Context: an optimization exercise on an open-source flow, tuned for small area. The choices shown serve that exercise and are no tape-out recipe. Only simulation tests tie the RTL to the original design; equivalence was not proved. Power and IR drop assume default switching activity.

$ cat run.sh
#!/bin/bash
# synth_recipe.tcl (not shown) runs the flow's synth.tcl, then flattens the netlist and writes it again
# the make line also repeats each setting of config.mk as NAME=value (left out here)
make -C /OpenROAD-flow-scripts/flow DESIGN_CONFIG=/design/flow/config.mk WORK_HOME=/design/flow/orfs CLKGATE_MAP_FILE= SYNTH_SCRIPT=/design/flow/synth_recipe.tcl finish
$ cat config.mk
export PLATFORM = sky130hd
export DESIGN_NAME = sprite_engine
export DESIGN_NICKNAME = sprite_engine
export VERILOG_FILES = /design/flow/design.v
export SDC_FILE = /design/flow/constraint.sdc
export NUM_CORES = 4
export LEC_CHECK = 0
export CAP_MARGIN = 20
export CORE_MARGIN = 2
export CORE_UTILIZATION = 40
export SLEW_MARGIN = 20
$ cat design.v
package sprite_pkg;
  localparam int reg_data_width = 16;
  localparam int num_sprite_regs = 8;
  localparam int reg_addr_width = 3;
  localparam int sprite_id_width = 2;
  localparam int sprite_ctrl0 = 0;
  localparam int sprite_ctrl1 = 1;
  localparam int sprite_data_offset = 2;
  localparam int sprite_ref_xy = 3;
  localparam int sprite_color_key = 4;
  localparam int sprite_offset_x = 5;
  localparam int sprite_offset_y = 6;
  localparam int vram_addr_width = 16;
  localparam int data_addr_width = vram_addr_width + 1;
  localparam int coord_width = 8;
  localparam int sprite_min_size = 8;
  localparam int size_field_width = 2;
  localparam int dim_width = 7;
  localparam int palette_width = 4;
  localparam int ctrl0_enabled = 0;
  localparam int ctrl0_enable_scroll = 1;
  localparam int ctrl0_enable_transp = 2;
  localparam int ctrl0_enable_alpha = 3;
  localparam int ctrl0_enable_color = 4;
  localparam int ctrl0_flip_x = 5;
  localparam int ctrl0_flip_y = 6;
  localparam int ctrl0_flip_xy = 7;
  localparam int ctrl0_shift_data_offset = 8;
  localparam int ctrl0_palette_lsb = 12;
  localparam int ctrl1_hsize_lsb = 0;
  localparam int ctrl1_vsize_lsb = 2;
endpackage
import sprite_pkg::*;
module sprite_reg_file #(
  parameter int NUM_SPRITES = 4
) (
  input  logic                                       clk,
  input  logic                                       rst_n,
  input  logic                                       reg_wr,
  input  logic [sprite_id_width-1:0]                 reg_sprite,
  input  logic [reg_addr_width-1:0]                  reg_addr,
  input  logic [reg_data_width-1:0]                  reg_wdata,
  output logic [reg_data_width-1:0]                  reg_rdata,
  input  logic [sprite_id_width-1:0]                 sel_sprite,
  output logic [num_sprite_regs*reg_data_width-1:0]  sel_regs
);
  localparam int NW = NUM_SPRITES * num_sprite_regs;
  localparam int AW = sprite_id_width + reg_addr_width;
  logic [reg_data_width-1:0] regs_q [NW];
  logic [NW-1:0]             vld_q;
  logic host_in_range;
  assign host_in_range = ({1'b0, reg_sprite} < (sprite_id_width+1)'(NUM_SPRITES));
  logic [NW-1:0] wsel;
  always_comb begin
    for (int i = 0; i < NW; i++) wsel[i] = reg_wr && host_in_range && ({reg_sprite, reg_addr} == AW'(i));
  end
  always_ff @(posedge clk or negedge rst_n) begin
    if (!rst_n) vld_q <= '0;
    else        vld_q <= vld_q | wsel;
  end
  always_ff @(posedge clk) begin
    for (int i = 0; i < NW; i++)
      if (wsel[i]) regs_q[i] <= reg_wdata;
  end
  logic [AW-1:0] haddr;
  assign haddr = {reg_sprite, reg_addr};
  always_comb begin
    reg_rdata = '0;
    for (int i = 0; i < NW; i++)
      if (haddr == AW'(i) && vld_q[i]) reg_rdata = reg_rdata | regs_q[i];
    if (!host_in_range) reg_rdata = '0;
  end
  always_comb begin
    sel_regs = '0;
    for (int s = 0; s < NUM_SPRITES; s++)
      for (int r = 0; r < num_sprite_regs; r++)
        if (sel_sprite == sprite_id_width'(s) && vld_q[s*num_sprite_regs+r])
          sel_regs[r*reg_data_width +: reg_data_width] =
            sel_regs[r*reg_data_width +: reg_data_width] | regs_q[s*num_sprite_regs+r];
  end
endmodule
import sprite_pkg::*;
module sprite_reg_decoder (
  input  logic [num_sprite_regs*reg_data_width-1:0] regs,
  output logic                       enabled,
  output logic                       enable_scroll,
  output logic                       enable_transp,
  output logic                       enable_alpha,
  output logic                       enable_color,
  output logic                       flip_x,
  output logic                       flip_y,
  output logic                       flip_xy,
  output logic                       shift_offset,
  output logic [palette_width-1:0]   palette,
  output logic [size_field_width-1:0] hsize,
  output logic [size_field_width-1:0] vsize,
  output logic [reg_data_width-1:0]  data_offset,
  output logic [coord_width-1:0]     ref_x,
  output logic [coord_width-1:0]     ref_y,
  output logic [coord_width-1:0]     offset_x,
  output logic [coord_width-1:0]     offset_y,
  output logic [reg_data_width-1:0]  color_key
);
  logic [reg_data_width-1:0] ctrl0;
  logic [reg_data_width-1:0] ctrl1;
  logic [reg_data_width-1:0] ref_xy;
  assign ctrl0  = regs[sprite_ctrl0*reg_data_width +: reg_data_width];
  assign ctrl1  = regs[sprite_ctrl1*reg_data_width +: reg_data_width];
  assign ref_xy = regs[sprite_ref_xy*reg_data_width +: reg_data_width];
  assign enabled       = ctrl0[ctrl0_enabled];
  assign enable_scroll = ctrl0[ctrl0_enable_scroll];
  assign enable_transp = ctrl0[ctrl0_enable_transp];
  assign enable_alpha  = ctrl0[ctrl0_enable_alpha];
  assign enable_color  = ctrl0[ctrl0_enable_color];
  assign flip_x        = ctrl0[ctrl0_flip_x];
  assign flip_y        = ctrl0[ctrl0_flip_y];
  assign flip_xy       = ctrl0[ctrl0_flip_xy];
  assign shift_offset  = ctrl0[ctrl0_shift_data_offset];
  assign palette       = ctrl0[ctrl0_palette_lsb +: palette_width];
  assign hsize = ctrl1[ctrl1_hsize_lsb +: size_field_width];
  assign vsize = ctrl1[ctrl1_vsize_lsb +: size_field_width];
  assign data_offset = regs[sprite_data_offset*reg_data_width +: reg_data_width];
  assign ref_x = ref_xy[coord_width-1:0];
  assign ref_y = ref_xy[2*coord_width-1:coord_width];
  assign offset_x = regs[sprite_offset_x*reg_data_width +: coord_width];
  assign offset_y = regs[sprite_offset_y*reg_data_width +: coord_width];
  assign color_key = regs[sprite_color_key*reg_data_width +: reg_data_width];
endmodule
import sprite_pkg::*;
module sprite_pixel_locator #(
  parameter int DATA_OFFSET_SHIFT = 6
) (
  input  logic                        clk,
  input  logic                        rst_n,
  input  logic                        px_req,
  input  logic [coord_width-1:0]      px_x,
  input  logic [coord_width-1:0]      px_y,
  input  logic                        attr_enabled,
  input  logic                        attr_enable_scroll,
  input  logic                        attr_enable_transp,
  input  logic                        attr_enable_alpha,
  input  logic                        attr_enable_color,
  input  logic                        attr_flip_x,
  input  logic                        attr_flip_y,
  input  logic                        attr_flip_xy,
  input  logic                        attr_shift_offset,
  input  logic [palette_width-1:0]    attr_palette,
  input  logic [size_field_width-1:0] attr_hsize,
  input  logic [size_field_width-1:0] attr_vsize,
  input  logic [reg_data_width-1:0]   attr_data_offset,
  input  logic [coord_width-1:0]      attr_ref_x,
  input  logic [coord_width-1:0]      attr_ref_y,
  input  logic [coord_width-1:0]      attr_offset_x,
  input  logic [coord_width-1:0]      attr_offset_y,
  input  logic [reg_data_width-1:0]   attr_color_key,
  output logic                        px_valid,
  output logic                        px_hit,
  output logic [data_addr_width-1:0]  px_addr,
  output logic [palette_width-1:0]    px_palette,
  output logic                        px_transp,
  output logic                        px_alpha,
  output logic                        px_color,
  output logic [reg_data_width-1:0]   px_color_key
);
  function automatic logic [coord_width-1:0] sub3(
    input logic [coord_width-1:0] a,
    input logic [coord_width-1:0] b,
    input logic [coord_width-1:0] c
  );
    logic [coord_width-1:0] s, k;
    logic cy;
    for (int i = 0; i < coord_width; i++) begin
      s[i] = a[i] ^ b[i] ^ ~c[i];
      k[i] = (a[i] & b[i]) | (a[i] & ~c[i]) | (b[i] & ~c[i]);
    end
    sub3[0] = ~s[0];
    cy = s[0];
    for (int i = 1; i < coord_width; i++) begin
      sub3[i] = s[i] ^ k[i-1] ^ cy;
      cy = (s[i] & k[i-1]) | (s[i] & cy) | (k[i-1] & cy);
    end
  endfunction
  function automatic logic [coord_width-1:0] mirror(
    input logic [coord_width-1:0] l,
    input logic [coord_width-1:0] m,
    input logic                   f
  );
    logic p;
    p = 1'b0;
    for (int i = 0; i < coord_width; i++) begin
      mirror[i] = l[i] ^ (f & (m[i] | p));
      p = p | (l[i] & ~m[i]);
    end
  endfunction
  logic [coord_width-1:0]      lx, ly, fx, fy, tex_x, tex_y;
  logic [coord_width-1:0]      mask_x, mask_y;
  logic [size_field_width-1:0] psize;
  logic                        in_bounds;
  always_comb begin
    lx = sub3(px_x, attr_enable_scroll ? attr_offset_x : '0, attr_ref_x);
    ly = sub3(px_y, attr_enable_scroll ? attr_offset_y : '0, attr_ref_y);
    mask_x = {2'b00, attr_hsize == 2'd3, attr_hsize >= 2'd2, attr_hsize != 2'd0, 3'b111};
    mask_y = {2'b00, attr_vsize == 2'd3, attr_vsize >= 2'd2, attr_vsize != 2'd0, 3'b111};
    in_bounds = attr_enabled && ((lx & ~mask_x) == '0) && ((ly & ~mask_y) == '0);
    fx = mirror(lx, mask_x, attr_flip_x);
    fy = mirror(ly, mask_y, attr_flip_y);
    if (attr_flip_xy) begin
      tex_x = fy;
      tex_y = fx;
      psize = attr_vsize;
    end else begin
      tex_x = fx;
      tex_y = fy;
      psize = attr_hsize;
    end
  end
  logic                        a_valid;
  logic                        a_hit;
  logic [coord_width-1:0]      a_tex_x;
  logic [coord_width-1:0]      a_tex_y;
  logic [size_field_width-1:0] a_psize;
  logic [reg_data_width-1:0]   a_data_offset;
  logic                        a_shift_offset;
  logic [palette_width-1:0]    a_palette;
  logic                        a_transp;
  logic                        a_alpha;
  logic                        a_color;
  logic [reg_data_width-1:0]   a_color_key;
  always_ff @(posedge clk or negedge rst_n) begin
    if (!rst_n) a_valid <= 1'b0;
    else        a_valid <= px_req;
  end
  always_ff @(posedge clk) begin
    a_hit          <= in_bounds;
    a_tex_x        <= tex_x;
    a_tex_y        <= tex_y;
    a_psize        <= psize;
    a_data_offset  <= attr_data_offset;
    a_shift_offset <= attr_shift_offset;
    a_palette      <= attr_palette;
    a_transp       <= attr_enable_transp;
    a_alpha        <= attr_enable_alpha;
    a_color        <= attr_enable_color;
    a_color_key    <= attr_color_key;
  end
  logic [data_addr_width-1:0] off, row, col, next_addr;
  logic [7:0]                 cs_s, cs_k;
  logic [data_addr_width-9:0] hi;
  logic                       cy, pr;
  always_comb begin
    off = a_shift_offset ?
          data_addr_width'({a_data_offset, DATA_OFFSET_SHIFT'(0)}) :
          data_addr_width'(a_data_offset);
    row = data_addr_width'(a_tex_y) << (3 + a_psize);
    col = data_addr_width'(a_tex_x);
    for (int i = 0; i < 8; i++) begin
      cs_s[i] = off[i] ^ row[i] ^ col[i];
      cs_k[i] = (off[i] & row[i]) | (off[i] & col[i]) | (row[i] & col[i]);
    end
    next_addr[0] = cs_s[0];
    cy = 1'b0;
    for (int i = 1; i < 8; i++) begin
      next_addr[i] = cs_s[i] ^ cs_k[i-1] ^ cy;
      cy = (cs_s[i] & cs_k[i-1]) | (cs_s[i] & cy) | (cs_k[i-1] & cy);
    end
    pr = cs_k[7];
    for (int i = 8; i < data_addr_width; i++) begin
      hi[i-8] = off[i] ^ row[i] ^ pr;
      pr = (off[i] & row[i]) | (off[i] & pr) | (row[i] & pr);
    end
    for (int i = 8; i < data_addr_width; i++) begin
      next_addr[i] = hi[i-8] ^ cy;
      cy = cy & hi[i-8];
    end
  end
  always_ff @(posedge clk or negedge rst_n) begin
    if (!rst_n) begin
      px_valid <= 1'b0;
      px_hit   <= 1'b0;
    end else begin
      px_valid <= a_valid;
      px_hit   <= a_valid && a_hit;
    end
  end
  always_ff @(posedge clk) begin
    px_addr      <= next_addr;
    px_palette   <= a_palette;
    px_transp    <= a_transp;
    px_alpha     <= a_alpha;
    px_color     <= a_color;
    px_color_key <= a_color_key;
  end
endmodule
import sprite_pkg::*;
module sprite_engine #(
  parameter int NUM_SPRITES       = 4,
  parameter int DATA_OFFSET_SHIFT = 6
) (
  input  logic                       clk,
  input  logic                       rst_n,
  input  logic                       reg_wr,
  input  logic [sprite_id_width-1:0] reg_sprite,
  input  logic [reg_addr_width-1:0]  reg_addr,
  input  logic [reg_data_width-1:0]  reg_wdata,
  output logic [reg_data_width-1:0]  reg_rdata,
  input  logic                       px_req,
  input  logic [sprite_id_width-1:0] px_sprite,
  input  logic [coord_width-1:0]     px_x,
  input  logic [coord_width-1:0]     px_y,
  output logic                       px_valid,
  output logic                       px_hit,
  output logic [data_addr_width-1:0] px_addr,
  output logic [palette_width-1:0]   px_palette,
  output logic                       px_transp,
  output logic                       px_alpha,
  output logic                       px_color,
  output logic [reg_data_width-1:0]  px_color_key
);
  logic [num_sprite_regs*reg_data_width-1:0] bank_regs;
  logic                        attr_enabled;
  logic                        attr_enable_scroll;
  logic                        attr_enable_transp;
  logic                        attr_enable_alpha;
  logic                        attr_enable_color;
  logic                        attr_flip_x;
  logic                        attr_flip_y;
  logic                        attr_flip_xy;
  logic                        attr_shift_offset;
  logic [palette_width-1:0]    attr_palette;
  logic [size_field_width-1:0] attr_hsize;
  logic [size_field_width-1:0] attr_vsize;
  logic [reg_data_width-1:0]   attr_data_offset;
  logic [coord_width-1:0]      attr_ref_x;
  logic [coord_width-1:0]      attr_ref_y;
  logic [coord_width-1:0]      attr_offset_x;
  logic [coord_width-1:0]      attr_offset_y;
  logic [reg_data_width-1:0]   attr_color_key;
  sprite_reg_file #(
    .NUM_SPRITES (NUM_SPRITES)
  ) u_sprite_reg_file (
    .clk        (clk),
    .rst_n      (rst_n),
    .reg_wr     (reg_wr),
    .reg_sprite (reg_sprite),
    .reg_addr   (reg_addr),
    .reg_wdata  (reg_wdata),
    .reg_rdata  (reg_rdata),
    .sel_sprite (px_sprite),
    .sel_regs   (bank_regs)
  );
  sprite_reg_decoder u_sprite_reg_decoder (
    .regs          (bank_regs),
    .enabled       (attr_enabled),
    .enable_scroll (attr_enable_scroll),
    .enable_transp (attr_enable_transp),
    .enable_alpha  (attr_enable_alpha),
    .enable_color  (attr_enable_color),
    .flip_x        (attr_flip_x),
    .flip_y        (attr_flip_y),
    .flip_xy       (attr_flip_xy),
    .shift_offset  (attr_shift_offset),
    .palette       (attr_palette),
    .hsize         (attr_hsize),
    .vsize         (attr_vsize),
    .data_offset   (attr_data_offset),
    .ref_x         (attr_ref_x),
    .ref_y         (attr_ref_y),
    .offset_x      (attr_offset_x),
    .offset_y      (attr_offset_y),
    .color_key     (attr_color_key)
  );
  sprite_pixel_locator #(
    .DATA_OFFSET_SHIFT (DATA_OFFSET_SHIFT)
  ) u_sprite_pixel_locator (
    .clk                (clk),
    .rst_n              (rst_n),
    .px_req             (px_req),
    .px_x               (px_x),
    .px_y               (px_y),
    .attr_enabled       (attr_enabled),
    .attr_enable_scroll (attr_enable_scroll),
    .attr_enable_transp (attr_enable_transp),
    .attr_enable_alpha  (attr_enable_alpha),
    .attr_enable_color  (attr_enable_color),
    .attr_flip_x        (attr_flip_x),
    .attr_flip_y        (attr_flip_y),
    .attr_flip_xy       (attr_flip_xy),
    .attr_shift_offset  (attr_shift_offset),
    .attr_palette       (attr_palette),
    .attr_hsize         (attr_hsize),
    .attr_vsize         (attr_vsize),
    .attr_data_offset   (attr_data_offset),
    .attr_ref_x         (attr_ref_x),
    .attr_ref_y         (attr_ref_y),
    .attr_offset_x      (attr_offset_x),
    .attr_offset_y      (attr_offset_y),
    .attr_color_key     (attr_color_key),
    .px_valid           (px_valid),
    .px_hit             (px_hit),
    .px_addr            (px_addr),
    .px_palette         (px_palette),
    .px_transp          (px_transp),
    .px_alpha           (px_alpha),
    .px_color           (px_color),
    .px_color_key       (px_color_key)
  );
endmodule
$ cat constraint.sdc
create_clock -name core_clock -period 7.0 [get_ports {clk}]
set_input_delay 1.4000 -clock core_clock [delete_from_list [all_inputs] [get_ports {clk}]]
set_output_delay 1.4000 -clock core_clock [all_outputs]
set_load 0.01 [all_outputs]
==> metrics.yaml, run 1 <==
outcome:
  run_status: "no timing/DRC/antenna violations"
grt:
  grt-ovfl-total: 0
  antenna_found_initial: 6
  track_usage: 0.335
  vias_in_the_first_global_route: 18300
  grt_start_max_net_pins: 36
  grt_pass1_wl_um: 152000
worst_setup_path:
  end_kind: "flip-flop"
  timing.critical_path.arrival_ns: 6.97
  rr_startpoint: "u_sprite_pixel_locator.a_psize[0]$_DFF_P_"
  cp_data_required_time_ns: 7.44
  setup.worst_path.class: "in2reg"
  worstPathMaxFanout: 7
  worstSetupStartpointType: "input pin"
  origin_of_the_worst_setup_path: "px_sprite[0]"
floorplan:
  die-height_um: 260
  floorplan.die_area_um2: 67600
  die_width_um: 260
  start_util: 0.406
  core_um2: 64600
  num_io_pins: 101
  rows: 93
drt:
  route.detailed.drc: 0
  routed-wl-met2_um: 50900
  wl_met1_um: 40100
  wl_per_cell_um: 39.4
  drt.antenna.violating_nets: 0
  post_drt_via_cell_ratio: 6.56
  routed_wl_um: 113000
  wl_met3_um: 14000
  first_pass_iters: 6
  vias: 18800
  drt_first_iter_violations: 2978
  dr.max_layer_used: "met5"
clocking:
  cts_setup_buffers: 0
  root_buffer_selected_by_cts: "clkbuf_16"
  cts_tree: "done"
  cts.sink_count: 646
  clock_path_buffers: 3
  cts_buffers: 69
  path_clk_slew_ns: 0.06
  post_cts_hold_buffer_count: 0
  htreeDepth: 3
  post_cts.resized_instances: 0
  clock_latency_ns: 0.63
placement:
  preCtsSetupSlack_ns: -0.142
  half_perimeter_wire_length_after_placement_um: 73800
  gp_congestion: 1.02
  portBuffers: 100
logic_synthesis:
  synth.cell_area_um2: 26200
  synth.top_cells.by_count: "512 x edfxtp_1, 274 x a22oi_1, 99 x dfxtp_1"
  syn_inst: 1754
  yosys_warnings: 3
  ys_ff_latch: 646
  yosysMostFrequentCell: "edfxtp_1"
  synth.yosys.seq_area_share: 0.696
  synth.net_count: 1855
  synth_cell_type_count: 64
  synth_top_cell_area_share: 0.587
  ys.flop_type: "edfxtp_1"
  synth-edff-count: 512
  synthArstFlopShare: 0.0542
  post_synth.cell_area_avg_um2: 14.9
  yosysTopAreaCell: "edfxtp_1"
  synthTopCellsByArea: "edfxtp_1 59%, a22oi_1 7.9%, dfxtp_1 7.6%"
timing:
  layout_worst_path_cycle_share: 0.933
  report.final.hold_viol_count: 0
  setup_repair_after_global_routing_missed_its_margin: "no"
  drv_slew: 0
  finalWorstPathRequiredPeriod_ns: 6.53
  clock.fmax_mhz: 153
  finalWorstSetupSlack_ns: 0.469
  setup_viol: 0
  worst_slew_pin_slew_ns: 1.20
  hold_ws_ns: 0.320
  worst_clock_skew_ns: 0.0313
  timing.max_slew.rel_slack: 0.196
power:
  max-vdd-ir-drop_mv: 0.171
  totalPowerFinal_w: 0.0101
  leakagePower_nw: 11.0
  power.density_nw_per_um2: 319
min_path:
  holdCritPathClass: "reg2reg"
  hold_start: "u_sprite_pixel_locator.a_color_key[8]$_DFF_P_"
final_layout:
  antennaDiodeCount: 0
  final_util: 0.490
  area_growth_syn_to_fin_pct: 20.7
  finish.net_count: 2051
  drive_above_1_share: 0.177
flow_run:
  drv.max_cap_violation_count: 0
per-layer routing:
| layer | global-route usage | vias to the layer above |
|---|---|---|
| met5 | 0 | - |
| met4 | 0.206 | 8 |
| met3 | 0.0979 | 364 |
| met2 | 0.518 | 1576 |
| met1 | 0.414 | 9496 |
| li1 | - | 7345 |
through the flow:
stage,TNS (ns),cells,area (µm²)
floorplan,0,1754,26200
global placement,-0.140,2732,29100
detailed placement,-0.286,2733,29100
CTS,0,2861,31600
global route,0,2862,31600
finish,0,2862,31600
path summary, 6_finish.rpt:
path	end	slack (ns)	depth (start not counted)
setup / recovery	u_sprite_pixel_locator.a_tex_y[7]$_DFF_P_	0.47	22
hold / removal	u_sprite_pixel_locator.px_color_key[8]$_DFF_P_	0.32	0
setup reg to reg	u_sprite_pixel_locator.px_addr[16]$_DFF_P_	1.03	25
hold reg to reg	u_sprite_pixel_locator.px_color_key[8]$_DFF_P_	0.32	0
max in group asynchronous	u_sprite_pixel_locator.px_hit$_DFF_PN0_	5.38	1
min in group asynchronous	u_sprite_reg_file.vld_q[13]$_DFF_PN0_	0.95	1
cells by family after synthesis:
group	Yosys count	share of synthesized area
multiplexers	39	0.0169
flip-flops	646	0.696
AND/OR/NAND/NOR	376	0.0797
adder cells (fa/ha/maj)	58	0.0412
buffers and inverters	156	0.0237
AO/OA/AOI/OAI	454	0.134
XOR/XNOR	25	0.00888
layout by cell type, fill, tap and decap left out, types with 9 or more instances in the layout:
cell type        netlist  routed
a21oi_1               16      16
a221o_1                9       9
a221oi_1              43      43
a22o_1                52      52
a22oi_1              274     274
a32oi_1               14      14
and2_1                18      18
and3_1                12      12
buf_4                  1     130
bufinv_16              0       9
clkbuf_16              0      71
clkbuf_8               0       9
clkdlybuf4s50_1        0      94
clkinv_2               0      11
dfrtp_1               35      35
dfxtp_1               99      99
edfxtp_1             512     512
fa_1                  47      47
ha_1                  11      11
inv_1                 50      50
mux2i_1               25      25
nand2_1               97      97
nand2b_1              11      11
nand3_1               41      41
nand4_1               34      34
nor2_1                44      23
nor2_4                 0      18
nor2b_1               14      14
nor3_2                 0      16
o21ai_0               18      18
or2_2                 31      31
or4_1                 15      15
xnor2_1               20      20
layout make-up:
type | count | area [µm²]
fillers | 5534 | 33000
flip-flops and latches | 646 | 18200
multi-input cells | 952 | 7690
repair buffers | 231 | 1960
clock buffers | 85 | 1910
well taps | 855 | 1070
clock inverters | 43 | 581
inverters | 50 | 188
worst max-delay path, cell delays in order:
cell	delay, ns
clkdlybuf4s50_1	0.46
buf_4	0.17
nor2b_1	0.10
and2_1	0.22
buf_4	0.19
a22oi_1	0.23
nand2_1	0.16
fa_1	0.53
inv_1	0.06
fa_1	0.46
fa_1	0.46
fa_1	0.46
fa_1	0.46
fa_1	0.42
inv_1	0.09
fa_1	0.19
xnor2_1	0.13
xnor2_1	0.15
xnor2_1	0.09
xnor2_1	0.27
xnor2_1	0.17
o21ai_0	0.10
power breakdown:
group / leakage [nW] / switching, W / internal [W]
registers: 5.83 / 0.000183 / 0.00438
clock network: 1.20 / 0.00163 / 0.00231
logic: 3.94 / 0.000915 / 0.000686
total: 11.0 / 0.00273 / 0.00738
registers in the layout, summed over array words and instances, names as in the netlist, 2 cells and up:
| signal | cells |
|---|---|
| u_sprite_reg_file.regs_q | 512 |
| u_sprite_reg_file.vld_q | 32 |
| u_sprite_pixel_locator.px_addr | 17 |
| u_sprite_pixel_locator.a_color_key | 16 |
| u_sprite_pixel_locator.a_data_offset | 16 |
| u_sprite_pixel_locator.px_color_key | 16 |
| u_sprite_pixel_locator.a_tex_x | 8 |
| u_sprite_pixel_locator.a_tex_y | 8 |
| u_sprite_pixel_locator.a_palette | 4 |
| u_sprite_pixel_locator.px_palette | 4 |
| u_sprite_pixel_locator.a_psize | 2 |
==> inputs of run 2 (changes only) <==
==> flow/run.sh (new file) <==
#!/bin/bash
# Own layout flow: the standard ORFS flow with three changes.
#  1. Synthesis maps logic with an area-oriented ABC script (flow/abc.script)
#     in place of ORFS's abc_speed.script; everything else in synthesis,
#     including the flip-flop mapping and naming, is the standard one.
#  2. Port buffers are sky130_fd_sc_hd__buf_1 (every port still gets one).
#  3. CTS uses larger sink clusters and inserts no dummy loads.
# Each make step's full output is written to make_<step>.log here; ORFS keeps
# its per-stage logs under orfs/logs/.
set -euo pipefail
W=$(pwd)
rm -rf "$W/scripts_local"
cp -r "$FLOW_HOME/scripts" "$W/scripts_local"
cp "$W/flow/abc.script" "$W/scripts_local/abc_speed.script"
CTS="-sink_clustering_enable -repair_clock_nets -buf_list {sky130_fd_sc_hd__clkbuf_8 sky130_fd_sc_hd__clkbuf_16} -sink_clustering_size 30 -sink_clustering_max_diameter 100 -dont_use_dummy_load"
EXTRA="SCRIPTS_DIR=$W/scripts_local 'BUFFER_PORTS_ARGS=-buffer_cell sky130_fd_sc_hd__buf_1' 'CTS_ARGS=$CTS' "
sed -e "s|CLKGATE_MAP_FILE= |CLKGATE_MAP_FILE= $EXTRA|" standard.sh > own_standard.sh
grep -q "SCRIPTS_DIR=" own_standard.sh
bash own_standard.sh synth > make_synth.log 2>&1
bash own_standard.sh finish > make_finish.log 2>&1
test -s out/final.def
==> flow/abc.script (new file) <==
&get -n
&st
&synch2
&nf -a -F 10 -A 10
&st
&dch -f
&nf -a -F 10 -A 10
&put
==> standard.sh (new file) <==
#!/bin/bash
# synth_recipe.tcl (not shown) runs the flow's synth.tcl, then flattens the netlist and writes it again
# the make line also repeats each setting of config.mk as NAME=value (left out here)
make -C /OpenROAD-flow-scripts/flow DESIGN_CONFIG=/design/flow/config.mk WORK_HOME=/design/flow/orfs CLKGATE_MAP_FILE= SYNTH_SCRIPT=/design/flow/synth_recipe.tcl "${@:-finish}"
--- a/config.mk
+++ b/config.mk
@@ -7,5 +7,5 @@
 export LEC_CHECK = 0
 export CAP_MARGIN = 20
 export CORE_MARGIN = 2
-export CORE_UTILIZATION = 40
+export CORE_UTILIZATION = 50
 export SLEW_MARGIN = 20
removed: run.sh
==> run 2 against run 1 <==
  * Register-to-register slack lost 0.37 ns
  * Via count fell by 7.4%
  * Critical path type is now in2out
  * Critical path depth shrank 14
  * Setup slack gained 0.12 ns
  * First-iteration DRC count increased by 24%
  * Sequential power decreased by 0.9%
  * Cell area down 11%
  * Wire length down 13%
==> metrics.yaml, run 2 <==
placement:
  post_dp_cell_area_um2: 27400  # -6.1%
  portBuffers: 100  # unchanged
  half_perimeter_wire_length_after_placement_um: 69800  # -5.4%
  gp_congestion: 0.964  # -5.5%
logic_synthesis:
  syn_inst: 1611  # -8.2%
  synthTopCellsByArea: "edfxtp_1 61%, dfxtp_1 7.9%, a222oi_1 6.6%"
  post_synth.cell_area_avg_um2: 15.6  # +4.5%
  yosysTopAreaCell: "edfxtp_1"
  ys_ff_latch: 646  # unchanged
  synth.yosys.seq_area_share: 0.725  # +0.0294
  synth.top_cells.by_count: "512 x edfxtp_1, 206 x nand2_1, 166 x a222oi_1"
  synth_top_cell_area_share: 0.612  # +0.0248
  yosysMostFrequentCell: "edfxtp_1"
  yosys_warnings: 3  # unchanged
  synth-edff-count: 512  # unchanged
  ys.flop_type: "edfxtp_1"
  synthArstFlopShare: 0.0542  # unchanged
  synth_cell_type_count: 35  # -45%
  synth.cell_area_um2: 25100  # -4.1%
  synth.net_count: 1712  # -7.7%
power:
  leakagePower_nw: 9.55  # -13%
  clockPowerShare: 0.233  # -0.157
  total_switching_power_w: 0.00221  # -19%
  power_report.internal_total_w: 0.00561  # -24%
  power.density_nw_per_um2: 279  # -13%
  sw_frac_of_total: 0.283  # +0.0130
  combinationalPowerShare: 0.189  # +0.031
  pwr-share-seq: 0.578  # +0.127
  totalPowerFinal_w: 0.00782  # -23%
  max-vdd-ir-drop_mv: 0.307  # +79%
timing:
  hold_ws_ns: 0.331  # +0.0105 ns
  report.final.hold_viol_count: 0  # unchanged
  setup_viol: 0  # unchanged
  drv_slew: 0  # unchanged
  clock.fmax_mhz: 156  # +1.9%
  layout_worst_path_cycle_share: 0.915  # -0.0177
  setup_tns_ns: 0  # unchanged
  setup_repair_after_global_routing_missed_its_margin: "no"
  worst_slew_pin_slew_ns: 1.23  # +0.0240 ns
  finalWorstPathRequiredPeriod_ns: 6.41  # -0.124 ns
  worst_clock_skew_ns: 0.0621  # +0.0308 ns
  timing.max_slew.rel_slack: 0.182  # -0.0141
worst_setup_path:
  cp_slowest_stage_delay_ns: 0.71  # +0.18 ns
  worstPathMaxFanout: 16  # +9
  timing.critical_path.arrival_ns: 5.01  # -1.96 ns
  rr_startpoint: "u_sprite_pixel_locator.a_psize[0]$_DFF_P_"
  cp_data_required_time_ns: 5.60  # -1.84 ns
  worstSetupStartpointType: "input pin"
  setup.worst_path.class: "in2out"
  critical-path-top-cell-by-count: "buf_1"
  rr_endpoint: "u_sprite_pixel_locator.px_addr[16]$_DFF_P_"
  slowest_stage: "a221oi_1"
  worst_r2r_path_depth: 22  # -12%
  ff2ff_setup_slack_ns: 0.66  # -0.37 ns
  worst_path_dominant_cell_family: "simple AND/OR/NAND/NOR gates"
  worst_path_buffer_plus_inverter_count: 2  # -3
  crit_path_cell_trace: "buf_1 -> nor2b_1 -> and3_1 -> a22o_1 -> a221oi_1 -> nand4_1 -> or4_1 -> buf_1"
  end_kind: "primary output"
final_layout:
  postLayoutCellArea_um2: 28100  # -11%
  finish.net_count: 1966  # -4.1%
  layout_top_registers: "u_sprite_reg_file.regs_q (512), u_sprite_reg_file.vld_q (32), u_sprite_pixel_locator.px_addr (17)"
  largest_reg_flops: 512  # unchanged
  final_common_cell: "edfxtp_1"
  drive_above_1_share: 0.0923  # -0.0846
  area_growth_syn_to_fin_pct: 11.6
  top_register: "u_sprite_reg_file.regs_q"
  final_util: 0.563  # +0.0729
  nFillCells: 4141  # -25%
  most-common-layout-cells: "512 x edfxtp_1, 206 x nand2_1, 166 x a222oi_1"
grt:
  track_usage: 0.374  # +0.0394
  vias_in_the_first_global_route: 16600  # -9.2%
  grt_start_max_net_pins: 36  # unchanged
  grt-ovfl-total: 0  # unchanged
  antenna_found_initial: 1  # -5
  grt_pass1_wl_um: 134000  # -12%
min_path:
  timing.hold.worst_path_depth: 0  # unchanged
  holdCritPathClass: "reg2reg"
  hold_start: "u_sprite_pixel_locator.a_color_key[10]$_DFF_P_"
  hold-path-endpoint: "u_sprite_pixel_locator.px_color_key[10]$_DFF_P_"
drt:
  first_pass_iters: 9  # +3
  vias: 17400  # -7.4%
  routed_wl_um: 98100  # -13%
  post_drt_via_cell_ratio: 6.86  # +4.6%
  wl_per_cell_um: 38.7  # -1.9%
  drt_first_iter_violations: 3683  # +24%
  route.detailed.drc: 0  # unchanged
  drt.antenna.violating_nets: 0  # unchanged
floorplan:
  die-height_um: 228  # -12%
  core_um2: 49900  # -23%
  floorplan.die_area_um2: 52100  # -23%
  die_width_um: 228  # -12%
  num_io_pins: 101  # unchanged
  rows: 82  # -12%
  start_util: 0.504  # +0.0984
flow_run:
  drv.max_cap_violation_count: 0  # unchanged
clocking:
  path_clk_slew_ns: 0.05  # about the same
  clock_path_buffers: 3  # unchanged
  htreeDepth: 1  # -2
  post_cts_hold_buffer_count: 0  # unchanged
  cts_buffers: 27  # -61%
  cts_tree: "done"
  post_cts.resized_instances: 0  # unchanged
  clock_latency_ns: 0.64  # about the same
  root_buffer_selected_by_cts: "clkbuf_16"
  cts.sink_count: 646  # unchanged
  cts_setup_buffers: 0  # unchanged
outcome:
  run_status: "no timing/DRC/antenna violations"
==> run 2: layout make-up <==
| type | count | area [µm²] | area share |
|---|---|---|---|
| clock buffers | 27 | 676 | 0.0241 |
| well taps | 672 | 841 | 0.0300 |
| diodes | 1 | 2.50 | 0.0000892 |
| repair buffers | 225 | 1320 | 0.0469 |
| inverters | 46 | 173 | 0.00615 |
| multi-input cells | 919 | 6820 | 0.243 |
| flip-flops and latches | 646 | 18200 | 0.650 |
==> run 2: worst max-delay path by stage <==
stage                            start                                        end  slack [ns]  depth (start not counted)
after floorplan           px_sprite[1]  u_sprite_pixel_locator.a_tex_y[7]$_DFF_P_        0.23                         19
after global placement    px_sprite[0]  u_sprite_pixel_locator.a_tex_y[7]$_DFF_P_        0.15                         23
after detailed placement  px_sprite[0]  u_sprite_pixel_locator.a_tex_x[7]$_DFF_P_        0.06                         23
after CTS                 px_sprite[0]  u_sprite_pixel_locator.a_tex_x[7]$_DFF_P_        0.62                         23
after global routing      px_sprite[0]  u_sprite_pixel_locator.a_tex_x[7]$_DFF_P_        0.28                         23
final                      reg_addr[0]                              reg_rdata[11]        0.59                          8
==> run 2: power groups by stage <==
stage | clock network, W | registers (W) | logic, W
after floorplan | 0 | 0.00457 | 0.000830
final | 0.00182 | 0.00452 | 0.00148
after detailed placement | 0 | 0.00460 | 0.00148
after global routing | 0.00195 | 0.00454 | 0.00162
after global placement | 0 | 0.00461 | 0.00146
after CTS | 0.00182 | 0.00452 | 0.00149
==> run 2: logic make-up after synthesis <==
| logic type | after synthesis | synth area share |
|---|---|---|
| flops | 646 | 0.725 |
| simple gates | 476 | 0.0905 |
| mux | 30 | 0.0122 |
| buf+inv | 46 | 0.00687 |
| xor+xnor | 26 | 0.00906 |
| fa+ha+maj | 58 | 0.0429 |
| compound gates | 329 | 0.113 |
==> run 2: metal layers <==
metal  part of all wire  vias up  global-route usage
met4              0.070        0               0.212
met5                  0        -                   0
met3               0.11      203              0.0560
li1                   -     7028                   -
met2               0.44     1326               0.565
met1               0.38     8851               0.525
==> run 2: stage by stage <==
stage,instances,setup slack [ns]
final,2536,0.593
after global routing,2535,0.284
after CTS,2535,0.625
after detailed placement,2508,0.0624
after global placement,2508,0.150
after floorplan,1611,0.230
==> inputs of run 3 (changes only) <==
--- a/flow/run.sh
+++ b/flow/run.sh
@@ -12,7 +12,7 @@
 rm -rf "$W/scripts_local"
 cp -r "$FLOW_HOME/scripts" "$W/scripts_local"
 cp "$W/flow/abc.script" "$W/scripts_local/abc_speed.script"
-CTS="-sink_clustering_enable -repair_clock_nets -buf_list {sky130_fd_sc_hd__clkbuf_8 sky130_fd_sc_hd__clkbuf_16} -sink_clustering_size 30 -sink_clustering_max_diameter 100 -dont_use_dummy_load"
+CTS="-sink_clustering_enable -repair_clock_nets -buf_list {sky130_fd_sc_hd__clkbuf_8 sky130_fd_sc_hd__clkbuf_16} -sink_clustering_size 24 -sink_clustering_max_diameter 80 -dont_use_dummy_load"
 EXTRA="SCRIPTS_DIR=$W/scripts_local 'BUFFER_PORTS_ARGS=-buffer_cell sky130_fd_sc_hd__buf_1' 'CTS_ARGS=$CTS' "
 sed -e "s|CLKGATE_MAP_FILE= |CLKGATE_MAP_FILE= $EXTRA|" standard.sh > own_standard.sh
 grep -q "SCRIPTS_DIR=" own_standard.sh
--- a/config.mk
+++ b/config.mk
@@ -7,5 +7,6 @@
 export LEC_CHECK = 0
 export CAP_MARGIN = 20
 export CORE_MARGIN = 2
-export CORE_UTILIZATION = 50
+export CORE_UTILIZATION = 45
+export GPL_TIMING_DRIVEN = 0
 export SLEW_MARGIN = 20
==> run 3 against run 2 <==
  * Still clean
  * Fmax decreased by 6.4%
  * Clock-buffer cell count is 9 higher
  * Cell area up 0.89%
==> metrics.yaml, run 3 <==
logic_synthesis:
  yosysTopAreaCell: "edfxtp_1"
  post_synth.cell_area_avg_um2: 15.6  # unchanged
  synth_top_cell_area_share: 0.612  # unchanged
  synthArstFlopShare: 0.0542  # unchanged
  yosys-mux-area-fraction: 0.0122  # unchanged
  yosysMostFrequentCell: "edfxtp_1"
  synth_compound_area_frac: 0.113  # unchanged
  synth.net_count: 1712  # unchanged
  ys.flop_type: "edfxtp_1"
  synth.top_cells.by_count: "512 x edfxtp_1, 206 x nand2_1, 166 x a222oi_1"
  synth.cell_area_um2: 25100  # unchanged
  syn_inst: 1611  # unchanged
  synth-edff-count: 512  # unchanged
  synth_simple_gate_area_share: 0.0905  # unchanged
  yosys.area_share.adder: 0.0429  # unchanged
  ys_ff_latch: 646  # unchanged
  yosys_warnings: 3  # unchanged
  yosys.area_share.xor_xnor: 0.00906  # unchanged
  synth_cell_type_count: 35  # unchanged
  synthTopCellsByArea: "edfxtp_1 61%, dfxtp_1 7.9%, a222oi_1 6.6%"
  synth.yosys.seq_area_share: 0.725  # unchanged
  combinational_family_with_the_most_area_after_synthesis: "compound AO/OA/AOI/OAI gates"
timing:
  hold_ws_ns: 0.308  # -0.0226 ns
  worst_slew_pin_slew_ns: 1.26  # +0.0314 ns
  worst_clock_skew_ns: 0.0360  # -0.0260 ns
  clock.fmax_mhz: 146  # -6.4%
  layout_worst_path_cycle_share: 0.978  # +0.0623
  timing.max_slew.rel_slack: 0.161  # -0.0210
  setup_viol: 0  # unchanged
  finalWorstSetupSlack_ns: 0.156  # -0.436 ns
  finalWorstPathRequiredPeriod_ns: 6.84  # +0.436 ns
  setup_tns_ns: 0  # unchanged
  report.final.hold_viol_count: 0  # unchanged
  drv_slew: 0  # unchanged
flow_run:
  drv.max_cap_violation_count: 0  # unchanged
grt:
  vias_in_the_first_global_route: 16300  # -2.0%
  grt-ovfl-total: 0  # unchanged
  grt_pass1_wl_um: 123000  # -8.3%
  track_usage: 0.311  # -0.0634
  grt_start_max_net_pins: 33  # -8.3%
  antenna_found_initial: 1  # unchanged
placement:
  placed_cells_incl_taps: 2492  # -0.64%
  gp_congestion: 0.934  # -3.1%
  portBuffers: 100  # unchanged
  preCtsSetupSlack_ns: -2.05  # -2.12 ns
  half_perimeter_wire_length_after_placement_um: 59700  # -14%
clocking:
  root_buffer_selected_by_cts: "clkbuf_16"
  cts.sink_count: 646  # unchanged
  clock_path_buffers: 3  # unchanged
  path_clk_slew_ns: 0.09  # +0.04 ns
  clock_latency_ns: 0.58  # -0.06 ns
  htreeDepth: 2  # +1
  cts_tree: "done"
  cts_buffers: 36  # +33%
worst_setup_path:
  origin_of_the_worst_setup_path: "px_sprite[1]"
  timing.critical_path.arrival_ns: 7.32  # +2.31 ns
  rr_endpoint: "u_sprite_pixel_locator.px_addr[16]$_DFF_P_"
  end_kind: "flip-flop"
  setup.worst_path.class: "in2reg"
  crit_end: "u_sprite_pixel_locator.a_hit$_DFF_P_"
  ff2ff_setup_slack_ns: 0.59  # -0.07 ns
  worst_r2r_path_depth: 24  # +9.1%
  worstSetupStartpointType: "input pin"
  cp_data_required_time_ns: 7.48  # +1.88 ns
  rr_startpoint: "u_sprite_pixel_locator.a_psize[0]$_DFF_P_"
  worstPathMaxFanout: 21  # +5
drt:
  wl_met3_um: 10800  # -1.3%
  routed_wl_um: 89700  # -8.6%
  wl_met1_um: 32200  # -13%
  drt.antenna.violating_nets: 0  # unchanged
  vias: 17100  # -1.7%
  first_pass_iters: 9  # unchanged
  wl_per_cell_um: 35.3  # -8.6%
  route.detailed.drc: 0  # unchanged
  drt_first_iter_violations: 3432  # -6.8%
  post_drt_via_cell_ratio: 6.75  # -1.7%
  routed-wl-met2_um: 40100  # -7.5%
  dr.max_layer_used: "met5"
final_layout:
  final_common_cell: "edfxtp_1"
  top_register: "u_sprite_reg_file.regs_q"
  drive_above_1_share: 0.0906  # -0.00177
  antennaDiodeCount: 0  # -1
  layout_top_registers: "u_sprite_reg_file.regs_q (512), u_sprite_reg_file.vld_q (32), u_sprite_pixel_locator.px_addr (17)"
  largest_reg_flops: 512  # unchanged
  area_growth_syn_to_fin_pct: 12.6
  finish.net_count: 1892  # -3.8%
  most-common-layout-cells: "512 x edfxtp_1, 205 x nand2_1, 166 x a222oi_1"
  number_of_cells_in_the_finished_layout_apart_from_fillers: 2537  # +0.039%
floorplan:
  num_io_pins: 101  # unchanged
  die_width_um: 240  # +5.3%
  die-height_um: 240  # +5.3%
  start_util: 0.455  # -0.0487
  floorplan.die_area_um2: 57800  # +11%
  rows: 86  # +4.9%
  core_um2: 55200  # +11%
power:
  max-vdd-ir-drop_mv: 0.202  # -34%
  power.density_nw_per_um2: 287  # +2.8%
  leakagePower_nw: 9.40  # -1.5%
outcome:
  run_status: "no timing/DRC/antenna violations"
min_path:
  holdCritPathClass: "reg2reg"
## run 3: cell types whose count changed in the layout (fill, tap and decap cells not counted), sizes merged
cell,previous run,this run
buf,225,138
clkbuf,27,40
clkinv,46,45
clkinvlp,0,1
diode,1,0
## run 3: final cells by class
cell class / count / area (µm²)
Inverter: 46 / 176
Sequential cell: 646 / 18200
Tap cell: 748 / 936
Timing Repair Buffer: 142 / 992
Clock buffer: 36 / 901
Multi-Input combinational cell: 919 / 7070
Fill cell: 4597 / 26900
## run 3: worst min path at each step
| stage | from | end | slack [ns] | cells after the start |
|---|---|---|---|---|
| after CTS | u_sprite_pixel_locator.a_color_key[4]$_DFF_P_ | u_sprite_pixel_locator.px_color_key[4]$_DFF_P_ | 0.31 | 0 |
| after floorplan | u_sprite_pixel_locator.a_alpha$_DFF_P_ | u_sprite_pixel_locator.px_alpha$_DFF_P_ | 0.31 | 0 |
| after detailed placement | u_sprite_pixel_locator.a_color_key[11]$_DFF_P_ | u_sprite_pixel_locator.px_color_key[11]$_DFF_P_ | 0.31 | 0 |
| final | u_sprite_pixel_locator.a_color_key[4]$_DFF_P_ | u_sprite_pixel_locator.px_color_key[4]$_DFF_P_ | 0.31 | 0 |
| after global routing | u_sprite_pixel_locator.a_color_key[7]$_DFF_P_ | u_sprite_pixel_locator.px_color_key[7]$_DFF_P_ | 0.32 | 0 |
| after global placement | u_sprite_pixel_locator.a_color_key[2]$_DFF_P_ | u_sprite_pixel_locator.px_color_key[2]$_DFF_P_ | 0.31 | 0 |
## run 3: worst max-delay path, cell delays in order
cell      delay [ns]
buf_4           0.27
and3_1          0.59
a222oi_1        0.18
nand2_1         0.11
nand2_1         0.08
fa_2            0.63
clkinv_1        0.11
fa_1            0.46
fa_1            0.49
fa_1            0.47
fa_1            0.47
fa_1            0.44
clkinv_1        0.07
fa_1            0.19
xnor2_1         0.10
xnor2_1         0.27
xnor2_1         0.21
xnor2_2         0.14
buf_4           0.17
nand4_1         0.12
nor3_2          0.31
## run 3: cell families (layout without fill, tap and decap cells)
group / count (synthesis) / count (layout)
adders and majority gates: 58 / 58
xor gates and xnor gates: 26 / 26
DFF: 646 / 646
AOI/OAI and AO/OA: 329 / 329
buffers and inverters: 46 / 224
muxes: 30 / 30
and+or+nand+nor: 476 / 476
## run 3: timing repair
action / 4_1_cts / 5_1_grt
pin swaps: 1 / 6
hold buffers: 0 / 0
setup buffers: 2 / 7
endpoints found under the setup margin: 7 / 4
gates resized for setup: 38 / 17
## run 3: report_power, final
part | switching, W | internal [W] | total (W)
sequential | 0.000125 | 0.00438 | 0.00450
clock | 0.00118 | 0.000922 | 0.00210
combinational | 0.000966 | 0.000548 | 0.00151
total | 0.00227 | 0.00585 | 0.00812
## run 3: routing by layer
layer  vias to the layer above  track usage
met1                      8620        0.405
li1                       6883            -
met3                       253       0.0596
met4                         2        0.192
met2                      1358        0.482
met5                         -            0
## run 3: metrics by stage
step           total power, W   util  cell area (µm²)
4_1_cts               0.00808  0.511            28200
3_3_place_gp          0.00599  0.479            26400
6_report              0.00812  0.513            28300
5_1_grt               0.00839  0.513            28300
2_1_floorplan         0.00540      -            25100
3_5_place_dp          0.00603  0.493            27200
==> inputs of run 4 (changes only) <==
--- a/config.mk
+++ b/config.mk
@@ -7,6 +7,5 @@
 export LEC_CHECK = 0
 export CAP_MARGIN = 20
 export CORE_MARGIN = 2
-export CORE_UTILIZATION = 45
-export GPL_TIMING_DRIVEN = 0
+export CORE_UTILIZATION = 50
 export SLEW_MARGIN = 20
==> run 4 against run 3 <==
  * Still clean
  * Highest routed layer is now met4
  * Setup slack improved by 0.40 ns
  * Global-route usage rose by 6.7 points
  * Wire length rose by 9.8%
  * Die area fell by 9.8%
==> metrics.yaml, run 4 <==
outcome:
  run_status: "no timing/DRC/antenna violations"
logic_synthesis:
  post_synth.cell_area_avg_um2: 15.6  # unchanged
  yosysTopAreaCell: "edfxtp_1"
  synth.top_cells.by_count: "512 x edfxtp_1, 206 x nand2_1, 166 x a222oi_1"
  synth.cell_area_um2: 25100  # unchanged
  synth_cell_type_count: 35  # unchanged
  yosys_warnings: 3  # unchanged
  synthArstFlopShare: 0.0542  # unchanged
  ys_ff_latch: 646  # unchanged
  synth_top_cell_area_share: 0.612  # unchanged
  ys.flop_type: "edfxtp_1"
  synth.net_count: 1712  # unchanged
  synth-edff-count: 512  # unchanged
  syn_inst: 1611  # unchanged
  synthTopCellsByArea: "edfxtp_1 61%, dfxtp_1 7.9%, a222oi_1 6.6%"
  yosysMostFrequentCell: "edfxtp_1"
  synth.yosys.seq_area_share: 0.725  # unchanged
drt:
  wl_met1_um: 37100  # +15%
  post_drt_via_cell_ratio: 6.91  # +2.5%
  first_pass_iters: 10  # +1
  dr.max_layer_used: "met4"
  drt_first_iter_violations: 3791  # +10%
  wl_met3_um: 10800  # +0.38%
  routed-wl-met2_um: 43600  # +8.8%
  routed_wl_um: 98500  # +9.8%
  vias: 17600  # +2.8%
  wl_per_cell_um: 38.7  # +9.5%
  route.detailed.drc: 0  # unchanged
  drt.antenna.violating_nets: 0  # unchanged
power:
  power.density_nw_per_um2: 288  # +0.29%
  pwr-share-seq: 0.556  # about the same
  clockPowerShare: 0.262  # +0.003
  total_switching_power_w: 0.00228  # +0.19%
  sw_frac_of_total: 0.280  # about the same
  max-vdd-ir-drop_mv: 0.232  # +15%
  power_report.internal_total_w: 0.00586  # +0.31%
  combinationalPowerShare: 0.182  # -0.004
  leakagePower_nw: 9.67  # +2.8%
min_path:
  holdCritPathClass: "reg2reg"
  hold_start: "u_sprite_pixel_locator.a_palette[2]$_DFF_P_"
floorplan:
  floorplan.die_area_um2: 52100  # -9.8%
  core_um2: 49900  # -9.7%
  die_width_um: 228  # -5.0%
  num_io_pins: 101  # unchanged
  start_util: 0.504  # +0.0487
  die-height_um: 228  # -5.0%
  rows: 82  # -4.7%
placement:
  placed_cells_incl_taps: 2508  # +0.64%
  half_perimeter_wire_length_after_placement_um: 69800  # +17%
  portBuffers: 100  # unchanged
  gp_congestion: 0.964  # +3.2%
final_layout:
  drive_above_1_share: 0.0966  # +0.00608
  top_register: "u_sprite_reg_file.regs_q"
  largest_reg_flops: 512  # unchanged
  final_common_cell: "edfxtp_1"
  area_growth_syn_to_fin_pct: 12.6  # about the same
  most-common-layout-cells: "512 x edfxtp_1, 206 x nand2_1, 166 x a222oi_1"
  final_util: 0.568  # +0.0548
  layout_top_registers: "u_sprite_reg_file.regs_q (512), u_sprite_reg_file.vld_q (32), u_sprite_pixel_locator.px_addr (17)"
  total_area_of_sequential_cells_um2: 18200  # about the same
  number_of_cells_in_the_finished_layout_apart_from_fillers: 2545  # +0.32%
  antennaDiodeCount: 0  # unchanged
  nFillCells: 4115  # -10%
  finish.net_count: 1976  # +4.4%
  multi_input_comb_area_um2: 6820  # -3.5%
worst_setup_path:
  cp_slowest_stage_delay_ns: 0.49  # -0.14 ns
  rr_startpoint: "u_sprite_pixel_locator.a_psize[0]$_DFF_P_"
  origin_of_the_worst_setup_path: "px_sprite[0]"
  worst_path_dominant_cell_family: "adder cells"
  critical-path-top-cell-by-count: "fa_1"
  worstPathMaxFanout: 10  # -52%
  timing.critical_path.arrival_ns: 6.85  # -0.47 ns
  worst_path_buffer_plus_inverter_count: 6  # +2
  crit_path_cell_trace: "buf_1 -> buf_4 -> buf_4 -> nor3b_2 -> a22oi_1 -> buf_4 -> nand3_1 -> nand2_1 -> fa_1 -> clkinv_1 -> fa_1 -> fa_1 -> fa_1 -> fa_1 -> fa_1 -> clkinv_1 -> fa_1 -> xor2_1 -> xnor2_1 -> xnor2_1 -> xnor2_1 -> xnor2_1 -> mux2i_1"
  setup.worst_path.class: "in2reg"
  worstSetupStartpointType: "input pin"
  slowest_stage: "fa_1"
  cp_data_required_time_ns: 7.40  # -0.08 ns
  end_kind: "flip-flop"
clocking:
  cts_setup_buffers: 0  # -2
  clock_latency_ns: 0.61  # +0.03 ns
  path_clk_slew_ns: 0.08  # about the same
  post_cts_hold_buffer_count: 0  # unchanged
  post_cts.resized_instances: 0  # -100%
  cts.sink_count: 646  # unchanged
  root_buffer_selected_by_cts: "clkbuf_16"
  cts_tree: "done"
  htreeDepth: 2  # unchanged
  cts_buffers: 37  # +2.8%
  clock_path_buffers: 3  # unchanged
timing:
  setup_viol: 0  # unchanged
  report.final.hold_viol_count: 0  # unchanged
  setup_tns_ns: 0  # unchanged
  finalWorstPathRequiredPeriod_ns: 6.45  # -0.395 ns
  timing.max_slew.rel_slack: 0.155  # -0.00586
  setup_repair_after_global_routing_missed_its_margin: "no"
  worst_slew_pin_slew_ns: 1.27  # +0.00879 ns
  clock.fmax_mhz: 155  # +6.1%
  drv_slew: 0  # unchanged
  worst_clock_skew_ns: 0.0971  # +0.0611 ns
  hold_ws_ns: 0.332  # +0.0233 ns
  layout_worst_path_cycle_share: 0.921  # -0.0565
grt:
  grt-ovfl-total: 0  # unchanged
  vias_in_the_first_global_route: 16700  # +2.6%
  track_usage: 0.378  # +0.0673
  grt_start_max_net_pins: 36  # +9.1%
  grt_pass1_wl_um: 135000  # +9.7%
  antenna_found_initial: 2  # +1
flow_run:
  drv.max_cap_violation_count: 0  # unchanged
## run 4: cell counts after synthesis
Identical to the previous run, type by type.
## run 4: final cells by class
type                            count  area share
Multi-Input combinational cell    919       0.241
Sequential cell                   646       0.644
Tap cell                          672      0.0297
Inverter                           46     0.00610
Timing Repair Buffer              225      0.0465
Clock buffer                       37      0.0327
## run 4: cells by family (layout without fill, tap and decap cells)
kind of cell             Yosys count  in the layout  synth area share
buffers and inverters             46            308           0.00687
AND/OR/NAND/NOR                  476            476            0.0905
AO/OA/AOI/OAI                    329            329             0.113
flip-flops                       646            646             0.725
XOR/XNOR                          26             26           0.00906
adder cells (fa/ha/maj)           58             58            0.0429
multiplexers                      30             30            0.0122
## run 4: power groups by stage
stage	sequential (W)	combinational [W]	clock [W]
floorplan	0.00457	0.000830	0
global placement	0.00461	0.00146	0
detailed placement	0.00460	0.00148	0
CTS	0.00452	0.00149	0.00215
global route	0.00454	0.00162	0.00227
finish	0.00452	0.00148	0.00214
## run 4: path summary, 6_finish.rpt
kind,cells after the start,slack (ns),to
min in group asynchronous,1,0.95,u_sprite_pixel_locator.px_valid$_DFF_PN0_
worst min register to register,0,0.33,u_sprite_pixel_locator.px_palette[2]$_DFF_P_
worst max register to register,22,0.68,u_sprite_pixel_locator.px_addr[16]$_DFF_P_
max in group asynchronous,1,5.37,u_sprite_reg_file.vld_q[6]$_DFF_PN0_
worst max-delay path,23,0.55,u_sprite_pixel_locator.a_tex_x[7]$_DFF_P_
worst min-delay path,0,0.33,u_sprite_pixel_locator.px_palette[2]$_DFF_P_
## run 4: through the flow
stage	total power [W]	setup WS [ns]	area, µm²
after floorplan	0.00540	0.230	25100
after global placement	0.00607	0.150	27400
after detailed placement	0.00609	0.0624	27400
after CTS	0.00816	0.590	28300
after global routing	0.00843	0.242	28300
final	0.00814	0.552	28300
## run 4: layer usage
metal / global-route usage / vias up
li1: - / 7061
met1: 0.525 / 8960
met2: 0.570 / 1361
met3: 0.0599 / 211
met4: 0.222 / 0
met5: 0 / -
==> inputs of run 5 (changes only) <==
--- a/flow/run.sh
+++ b/flow/run.sh
@@ -12,7 +12,7 @@
 rm -rf "$W/scripts_local"
 cp -r "$FLOW_HOME/scripts" "$W/scripts_local"
 cp "$W/flow/abc.script" "$W/scripts_local/abc_speed.script"
-CTS="-sink_clustering_enable -repair_clock_nets -buf_list {sky130_fd_sc_hd__clkbuf_8 sky130_fd_sc_hd__clkbuf_16} -sink_clustering_size 24 -sink_clustering_max_diameter 80 -dont_use_dummy_load"
+CTS="-sink_clustering_enable -repair_clock_nets -buf_list {sky130_fd_sc_hd__clkbuf_8 sky130_fd_sc_hd__clkbuf_16} -sink_clustering_size 28 -sink_clustering_max_diameter 60 -dont_use_dummy_load"
 EXTRA="SCRIPTS_DIR=$W/scripts_local 'BUFFER_PORTS_ARGS=-buffer_cell sky130_fd_sc_hd__buf_1' 'CTS_ARGS=$CTS' "
 sed -e "s|CLKGATE_MAP_FILE= |CLKGATE_MAP_FILE= $EXTRA|" standard.sh > own_standard.sh
 grep -q "SCRIPTS_DIR=" own_standard.sh
--- a/config.mk
+++ b/config.mk
@@ -7,5 +7,6 @@
 export LEC_CHECK = 0
 export CAP_MARGIN = 20
 export CORE_MARGIN = 2
-export CORE_UTILIZATION = 50
+export CORE_UTILIZATION = 45
+export GPL_TIMING_DRIVEN = 0
 export SLEW_MARGIN = 20
==> run 5 against run 4 <==
  * Setup slack got worse by 0.42 ns
  * Sequential share of layout area decreased by 0.38 points
  * Combinational power about the same
  * Clock skew decreased by 0.036 ns
  * Critical endpoint is now u_sprite_pixel_locator.a_hit$_DFF_P_
  * Still clean
  * First-iteration DRC count decreased by 10%
  * Clock power increased by 7%
  * Wire length decreased by 9.1%
  * Sequential power about the same
  * Via count decreased by 3.2%
  * Non-clock buffer count decreased by 83
  * Cell area increased by 0.60%
  * Sequential cell count unchanged
==> metrics.yaml, run 5 <==
power:
  max-vdd-ir-drop_mv: 0.207  # -11%
  leakagePower_nw: 9.48  # -1.9%
  power.density_nw_per_um2: 292  # +1.5%
drt:
  drt_first_iter_violations: 3408  # -10%
  vias: 17000  # -3.2%
  drt.antenna.violating_nets: 0  # unchanged
  routed_wl_um: 89500  # -9.1%
  first_pass_iters: 10  # unchanged
  wl_per_cell_um: 35.2  # -9.0%
  route.detailed.drc: 0  # unchanged
  post_drt_via_cell_ratio: 6.69  # -3.2%
logic_synthesis:
  yosys_warnings: 3  # unchanged
  ys_ff_latch: 646  # unchanged
  ys.flop_type: "edfxtp_1"
  synth.top_cells.by_count: "512 x edfxtp_1, 206 x nand2_1, 166 x a222oi_1"
  yosysTopAreaCell: "edfxtp_1"
  yosysMostFrequentCell: "edfxtp_1"
  synth_top_cell_area_share: 0.612  # unchanged
  syn_inst: 1611  # unchanged
  synth.cell_area_um2: 25100  # unchanged
  synth_cell_type_count: 35  # unchanged
  synth.net_count: 1712  # unchanged
  synth-edff-count: 512  # unchanged
  synth.yosys.seq_area_share: 0.725  # unchanged
  synthTopCellsByArea: "edfxtp_1 61%, dfxtp_1 7.9%, a222oi_1 6.6%"
  post_synth.cell_area_avg_um2: 15.6  # unchanged
  synthArstFlopShare: 0.0542  # unchanged
grt:
  grt_pass1_wl_um: 123000  # -9.0%
  antenna_found_initial: 1  # -1
  vias_in_the_first_global_route: 16400  # -2.0%
  grt-ovfl-total: 0  # unchanged
  grt_start_max_net_pins: 33  # -8.3%
  track_usage: 0.310  # -0.0676
worst_setup_path:
  setup.worst_path.class: "in2reg"
  origin_of_the_worst_setup_path: "px_sprite[1]"
  rr_startpoint: "u_sprite_pixel_locator.a_psize[0]$_DFF_P_"
  ff2ff_setup_slack_ns: 0.56  # -0.12 ns
  worst_r2r_path_depth: 24  # +9.1%
  worstPathMaxFanout: 21  # +11
  rr_endpoint: "u_sprite_pixel_locator.px_addr[16]$_DFF_P_"
  crit_end: "u_sprite_pixel_locator.a_hit$_DFF_P_"
  end_kind: "flip-flop"
  timing.critical_path.arrival_ns: 7.38  # +0.53 ns
  worstSetupStartpointType: "input pin"
  cp_data_required_time_ns: 7.51  # +0.11 ns
placement:
  portBuffers: 100  # unchanged
  preCtsSetupSlack_ns: -2.05  # -2.12 ns
  gp_congestion: 0.934  # -3.1%
  placed_cells_incl_taps: 2492  # -0.64%
  half_perimeter_wire_length_after_placement_um: 59700  # -14%
clocking:
  path_clk_slew_ns: 0.09  # about the same
  root_buffer_selected_by_cts: "clkbuf_16"
  clock_latency_ns: 0.61  # about the same
  clock_path_buffers: 3  # unchanged
  htreeDepth: 2  # unchanged
  cts_tree: "done"
  cts.sink_count: 646  # unchanged
  cts_buffers: 43  # +16%
  post_cts_hold_buffer_count: 0  # unchanged
floorplan:
  core_um2: 55200  # +11%
  die_width_um: 240  # +5.3%
  floorplan.die_area_um2: 57800  # +11%
  rows: 86  # +4.9%
  start_util: 0.455  # -0.0487
  die-height_um: 240  # +5.3%
  num_io_pins: 101  # unchanged
final_layout:
  most-common-layout-cells: "512 x edfxtp_1, 205 x nand2_1, 166 x a222oi_1"
  final_common_cell: "edfxtp_1"
  area_growth_syn_to_fin_pct: 13.3
  antennaDiodeCount: 0  # unchanged
  top_register: "u_sprite_reg_file.regs_q"
  number_of_cells_in_the_finished_layout_apart_from_fillers: 2544  # -0.039%
  largest_reg_flops: 512  # unchanged
  finish.net_count: 1899  # -3.9%
  nFillCells: 4573  # +11%
  drive_above_1_share: 0.0947  # -0.00198
  layout_top_registers: "u_sprite_reg_file.regs_q (512), u_sprite_reg_file.vld_q (32), u_sprite_pixel_locator.px_addr (17)"
timing:
  drv_slew: 0  # unchanged
  timing.max_slew.rel_slack: 0.152  # -0.00316
  finalWorstPathRequiredPeriod_ns: 6.87  # +0.422 ns
  setup_viol: 0  # unchanged
  worst_slew_pin_slew_ns: 1.27  # +0.00473 ns
  finalWorstSetupSlack_ns: 0.130  # -0.422 ns
  layout_worst_path_cycle_share: 0.981  # +0.0603
  clock.fmax_mhz: 146  # -6.1%
  report.final.hold_viol_count: 0  # unchanged
  worst_clock_skew_ns: 0.0611  # -0.0360 ns
outcome:
  run_status: "no timing/DRC/antenna violations"
flow_run:
  drv.max_cap_violation_count: 0  # unchanged
min_path:
  holdCritPathClass: "reg2reg"
## run 5: cell counts after synthesis
Identical to the previous run, type by type.
## run 5: what timing repair did
item | in CTS | in global routing
gates resized for setup | 40 | 12
buffers inserted | 2 | 7
pin swaps | 1 | 6
setup endpoints to repair | 7 | 4
endpoints found under the hold margin | 0 | 0
## run 5: logic make-up after synthesis
kind of cell	count (synthesis)	synth area share
mux	30	0.0122
xor+xnor	26	0.00906
compound gates	329	0.113
simple gates	476	0.0905
flops	646	0.725
buf+inv	46	0.00687
fa+ha+maj	58	0.0429
## run 5: cell type report
type | instances | area (µm²) | area share
sequential | 646 | 18200 | 0.640
multi-input combinational | 919 | 7060 | 0.248
tap | 748 | 936 | 0.0329
timing repair buffer | 142 | 988 | 0.0347
clock buffer | 43 | 1080 | 0.0378
inverter | 46 | 176 | 0.00620
## run 5: metrics by stage
| stage | util | area [µm²] | TNS (ns) | hold WS (ns) | total power [W] |
|---|---|---|---|---|---|
| 6_report | 0.516 | 28500 | 0 | 0.309 | 0.00831 |
| 3_5_place_dp | 0.493 | 27200 | -11.06 | 0.312 | 0.00603 |
| 4_1_cts | 0.514 | 28400 | 0 | 0.313 | 0.00829 |
| 5_1_grt | 0.516 | 28500 | -0.00559 | 0.329 | 0.00860 |
| 2_1_floorplan | - | 25100 | 0 | 0.310 | 0.00540 |
| 3_3_place_gp | 0.479 | 26400 | -27.31 | 0.311 | 0.00599 |
## run 5: worst min path at each step
stage | from | endpoint | slack, ns | depth (start not counted)
after floorplan | u_sprite_pixel_locator.a_alpha$_DFF_P_ | u_sprite_pixel_locator.px_alpha$_DFF_P_ | 0.31 | 0
after global placement | u_sprite_pixel_locator.a_color_key[2]$_DFF_P_ | u_sprite_pixel_locator.px_color_key[2]$_DFF_P_ | 0.31 | 0
after detailed placement | u_sprite_pixel_locator.a_color_key[11]$_DFF_P_ | u_sprite_pixel_locator.px_color_key[11]$_DFF_P_ | 0.31 | 0
after CTS | u_sprite_pixel_locator.a_color_key[4]$_DFF_P_ | u_sprite_pixel_locator.px_color_key[4]$_DFF_P_ | 0.31 | 0
after global routing | u_sprite_pixel_locator.a_palette[1]$_DFF_P_ | u_sprite_pixel_locator.px_palette[1]$_DFF_P_ | 0.33 | 0
final | u_sprite_pixel_locator.a_color_key[4]$_DFF_P_ | u_sprite_pixel_locator.px_color_key[4]$_DFF_P_ | 0.31 | 0
## run 5: critical path: stages
cell and delay [ns]:
buf_4 0.20, nor3b_4 0.33, buf_4 0.26, a22oi_1 0.13, and3_1 0.38, a21oi_1 0.28
fa_1 0.48, fa_1 0.41, fa_1 0.49, fa_1 0.47, fa_1 0.47, fa_1 0.43
clkinv_1 0.07, fa_1 0.19, xnor2_1 0.16, xnor2_1 0.15, xnor2_1 0.27, xnor2_2 0.15
buf_4 0.18, nand4_1 0.12, nor3_2 0.33
## run 5: report_power, final
group          switching [W]  internal (W)  total [W]
Sequential          0.000124       0.00438    0.00450
Combinational       0.000966      0.000546    0.00151
Clock                0.00121       0.00109    0.00230
Total                0.00230       0.00601    0.00831
## run 5: layer usage
metal / vias up / wire (µm) / GRT usage
met5: - / 11 / 0
met1: 8522 / 32100 / 0.405
met3: 238 / 10900 / 0.0639
met4: 2 / 6750 / 0.195
li1: 6901 / - / -
met2: 1368 / 39700 / 0.476

==> what the ideal ports hide <==
The results above use ideal ports. As a check the final layouts listed here were re-extracted and re-timed, cells and wires unchanged. Step 1 assumes that a clkbuf_16 drives the clock port and a buf_2 every other input. Step 2 moves the port delays by t, midway between the first and last clock arrival at a register: inputs arrive t later, outputs are due t later. That takes back most of the time a late clock gives input paths. Three values: ideal, step 1, step 2; two values: the first two.
| run | shift t [ns] | slack for setup (ns) | worst setup path at the end | clock arrival spread, ns | worst slew at a driven data input, ns |
|---|---|---|---|---|---|
| run 1 | 0.681 | 0.469 / 0.499 / -0.182 | input to register | 0.033 / 0.033 | 0.08 |
| run 2 | 0.665 | 0.593 / 0.552 / -0.030 | input to register | 0.062 / 0.063 | 0.09 |
| run 3 | 0.629 | 0.156 / 0.187 / -0.443 | input to register | 0.042 / 0.041 | 0.07 |
| run 4 | 0.618 | 0.552 / 0.526 / -0.062 | input to register | 0.097 / 0.098 | 0.10 |
| run 5 | 0.638 | 0.130 / 0.160 / -0.478 | input to register | 0.069 / 0.068 | 0.07 |
With both steps, setup timing fails in every run listed, where it was met with ideal ports. The setup slack of run 1, which loses most, moves by +0.030 ns with the drivers and by -0.651 ns with both steps.
